This is an optimization exercise on Yosys and OpenROAD, whose aim is small area, not a production implementation. Function was checked by simulation only, so behaviour that the tests miss may differ from the original.

## the reference run
// fifo_bridge_top
module fifo_bridge_top
#(
   parameter int rx_depth   = 16,    
   parameter int tx_credits = 8      
)
(
   input  logic                                  clock,
   input  logic                                  rst,
   input  logic                                  pio_valid,
   input  logic [fifo_bridge_pkg::addr_width-1:0] pio_address,
   input  logic [fifo_bridge_pkg::data_width-1:0] pio_data,
   input  logic                                  rx_valid,
   input  logic [fifo_bridge_pkg::data_width-1:0] rx_data,
   output logic                                  rx_credit,
   output logic                                  tx_valid,
   output logic [fifo_bridge_pkg::data_width-1:0] tx_data,
   input  logic                                  tx_credit,
   output logic                                  interrupt,
   output logic [3:0]                            led
);
   localparam int dw = fifo_bridge_pkg::data_width;
   localparam int aw = $clog2(rx_depth);
   localparam int cw = $clog2(tx_credits + 1);
   logic        ctrl_write;
   logic        burst_write;
   logic        mode_loop;      
   logic        mode_burst;     
   logic        start;
   logic [31:0] seed;           
   logic [15:0] length;         
   logic        length_nz;      
   assign ctrl_write  = pio_valid && (pio_address == fifo_bridge_pkg::addr_ctrl);
  ...
For scale: roughly 2,100 cells after synthesis, roughly 1,100 flip-flops, roughly 220 I/O pins.
==> module fifo_bridge_top, before the edit <==
module fifo_bridge_top
#(
   parameter int rx_depth   = 16,    
   parameter int tx_credits = 8      
)
(
   input  logic                                  clock,
   input  logic                                  rst,
   input  logic                                  pio_valid,
   input  logic [fifo_bridge_pkg::addr_width-1:0] pio_address,
   input  logic [fifo_bridge_pkg::data_width-1:0] pio_data,
   input  logic                                  rx_valid,
   input  logic [fifo_bridge_pkg::data_width-1:0] rx_data,
   output logic                                  rx_credit,
   output logic                                  tx_valid,
   output logic [fifo_bridge_pkg::data_width-1:0] tx_data,
   input  logic                                  tx_credit,
   output logic                                  interrupt,
   output logic [3:0]                            led
);
   localparam int dw = fifo_bridge_pkg::data_width;
   localparam int aw = $clog2(rx_depth);
   localparam int cw = $clog2(tx_credits + 1);
   logic        ctrl_write;
   logic        burst_write;
   logic        mode_loop;      
   logic        mode_burst;     
   logic        start;
   logic [31:0] seed;           
   logic [15:0] length;         
   logic        length_nz;      
   assign ctrl_write  = pio_valid && (pio_address == fifo_bridge_pkg::addr_ctrl);
   assign burst_write = pio_valid && (pio_address == fifo_bridge_pkg::addr_burst);
   always_ff @(posedge clock)
   begin
      if (rst)
      begin
         led        <= 4'h5;
         mode_loop  <= 1'b0;
         mode_burst <= 1'b0;
         start      <= 1'b0;
         length_nz  <= 1'b0;
      end
      else
      begin
         start <= ctrl_write && pio_data[8];
         if (ctrl_write)
         begin
            led        <= pio_data[3:0];
            mode_loop  <= (pio_data[5:4] == 2'd1);
            mode_burst <= (pio_data[5:4] == 2'd2);
         end
         if (burst_write)
            length_nz <= (pio_data[47:32] != 16'd0);
      end
   end
   always_ff @(posedge clock)
   begin
      if (burst_write)
      begin
         seed   <= pio_data[31:0];
         length <= pio_data[47:32];
      end
   end
   logic [rx_depth-1:0][dw-1:0] mem;
   logic [aw:0]   wr_ptr;
   logic [aw:0]   rd_ptr;
   logic          fifo_empty;
   logic          fifo_read;
   assign fifo_empty = (wr_ptr == rd_ptr);
   for (genvar k = 0; k < rx_depth; k++)
   begin : g_mem
      always_ff @(posedge clock)
      begin
         if (rx_valid && (wr_ptr[aw-1:0] == aw'(k)))
            mem[k] <= rx_data;
      end
   end
   always_ff @(posedge clock)
   begin
      if (rst)
      begin
         wr_ptr <= '0;
         rd_ptr <= '0;
      end
      else
      begin
         if (rx_valid)
            wr_ptr <= wr_ptr + 1'b1;
         if (fifo_read)
            rd_ptr <= rd_ptr + 1'b1;
      end
   end
   localparam logic [1:0] st_idle  = 2'd0;
   localparam logic [1:0] st_loop  = 2'd1;
   localparam logic [1:0] st_burst = 2'd2;
   localparam logic [1:0] st_done  = 2'd3;
   logic [1:0]    state;
   logic [1:0]    state_next;
   logic [cw-1:0] credits;
   logic          credit_ok;
   logic          step;
   logic          send;
   logic          load;
   logic [31:0]   value;        
   logic          first;        
   logic [15:0]   remaining;    
   assign credit_ok = (credits != '0) || tx_credit;
   assign fifo_read = (state == st_loop) && credit_ok && !fifo_empty;
   assign step      = (state == st_burst) && credit_ok;
   assign send      = fifo_read || step;
   assign load      = (state == st_idle) && start && mode_burst && length_nz;
   always_comb
   begin
      state_next = state;
      case (state)
         st_idle:
            if (mode_loop)
               state_next = st_loop;
            else if (load)
               state_next = st_burst;
         st_loop:
            if (!mode_loop)
               state_next = st_idle;
         st_burst:
            if (step && (remaining == 16'd1))
               state_next = st_done;
         default:
            state_next = st_idle;
      endcase
   end
   always_ff @(posedge clock)
   begin
      if (rst)
      begin
         state     <= st_idle;
         credits   <= cw'(tx_credits);
         tx_valid  <= 1'b0;
         interrupt <= 1'b0;
      end
      else
      begin
         state     <= state_next;
         tx_valid  <= send;
         interrupt <= (state == st_done);
         case ({tx_credit, send})
            2'b10:   credits <= credits + 1'b1;
            2'b01:   credits <= credits - 1'b1;
            default: credits <= credits;
         endcase
      end
   end
   logic inc;    
   logic dec;    
   assign inc = step && !first;
   assign dec = step;
   always_ff @(posedge clock)
   begin
      if (load)
      begin
         value     <= seed;
         first     <= 1'b1;
         remaining <= length;
      end
      else
      begin
         value     <= value + {31'd0, inc};
         first     <= first && !step;
         remaining <= remaining - {15'd0, dec};
      end
   end
   logic [rx_depth-1:0] sel;
   always_comb
   begin
      for (int k = 0; k < rx_depth; k++)
         sel[k] = !state[1] && (rd_ptr[aw-1:0] == aw'(k + 1));
   end
   tx_select #(
      .n  (rx_depth),
      .dw (dw)
   ) tx_select_inst
   (
      .sel   (sel),
      .mem   (mem),
      .bsel  (state[1]),
      .value (value),
      .out   (tx_data)
   );
   assign rx_credit = tx_valid && !state[1];
endmodule
export LEC_CHECK = 0
export CAP_MARGIN = 20
export CORE_MARGIN = 2
export CORE_UTILIZATION = 60
export PLACE_DENSITY = 0.75
export SLEW_MARGIN = 20
export SYNTH_HIERARCHICAL = 1
create_clock -name core_clock -period 5.0 [get_ports {clock}]
standard.sh (not shown) runs the stock make flow with config.mk's settings and CLKGATE_MAP_FILE= SYNTH_SCRIPT=/design/flow/synth_recipe.tcl, a recipe that flattens the netlist after the stock synthesis.
==> flow/flow/run.sh <==
#!/bin/bash
# standard layout with small port buffers and a clock tree of larger sink
# clusters without dummy loads; make's full output goes to make.log here.
set -euo pipefail
bash standard.sh \
   'BUFFER_PORTS_ARGS=-buffer_cell sky130_fd_sc_hd__buf_1' \
   'CTS_ARGS=-sink_clustering_enable -repair_clock_nets -buf_list {sky130_fd_sc_hd__clkbuf_8} -sink_clustering_size 16 -sink_clustering_max_diameter 60 -dont_use_dummy_load' \
   finish > make.log 2>&1
Here is what was changed in the inputs of the trial run compared with the reference run.
--- a/flow/design.v
+++ b/flow/design.v
@@ -179,27 +179,24 @@
             2'b01:   credits <= credits - 1'b1;
             default: credits <= credits;
          endcase
       end
    end
-   logic inc;    
-   logic dec;    
-   assign inc = step && !first;
-   assign dec = step;
    always_ff @(posedge clock)
    begin
       if (load)
       begin
          value     <= seed;
          first     <= 1'b1;
          remaining <= length;
       end
-      else
+      else if (step)
       begin
-         value     <= value + {31'd0, inc};
-         first     <= first && !step;
-         remaining <= remaining - {15'd0, dec};
+         if (!first)
+            value <= value + 32'd1;
+         first     <= 1'b0;
+         remaining <= remaining - 16'd1;
       end
    end
    logic [rx_depth-1:0] sel;
    always_comb
    begin
==> run notes <==
No run among the reference run and the trial run stopped early or left any final violation; all are clean. The trial run against the reference run: core utilization shows an increase of 0.37 points; routing usage on met1 shows an increase of 2.6 points. Looking at the reference run and the trial run, the area growth from synthesis to final layout is a wash. Compared to the reference run, the trial run has maximum frequency 3.1% lower. Number of gates on the worst path with buffers counted | the trial run above the reference run. The trial run vs the reference run: cell area after technology mapping up slightly. In the trial run relative to the reference run, distinct cell type count after synthesis had gone down by more than 10%.

re-timing with driven ports:
How much do the figures lean on ideal ports? The routed layouts below were timed once more, with nothing changed but the port constraints. Step 1 sets driving cells, clkbuf_16 on the clock port and buf_2 on the other inputs (assumed; they add their load-dependent delay and slew). Step 2 also shifts input and output timing later by t, the mid clock arrival at the registers, as if the neighbouring blocks saw the same clock. Slacks: ideal ports / drivers / drivers and shift; pairs: ideal ports / drivers.
| run | t, ns | slack for setup (ns) | pins driven straight from the clock port |
|---|---|---|---|
| the reference run | 0.748 | 0.499 / 0.433 / 1.006 | 1 |
| the trial run | 0.738 | 0.354 / 0.296 / 1.035 | 1 |
After both steps every run listed still meets setup and hold.
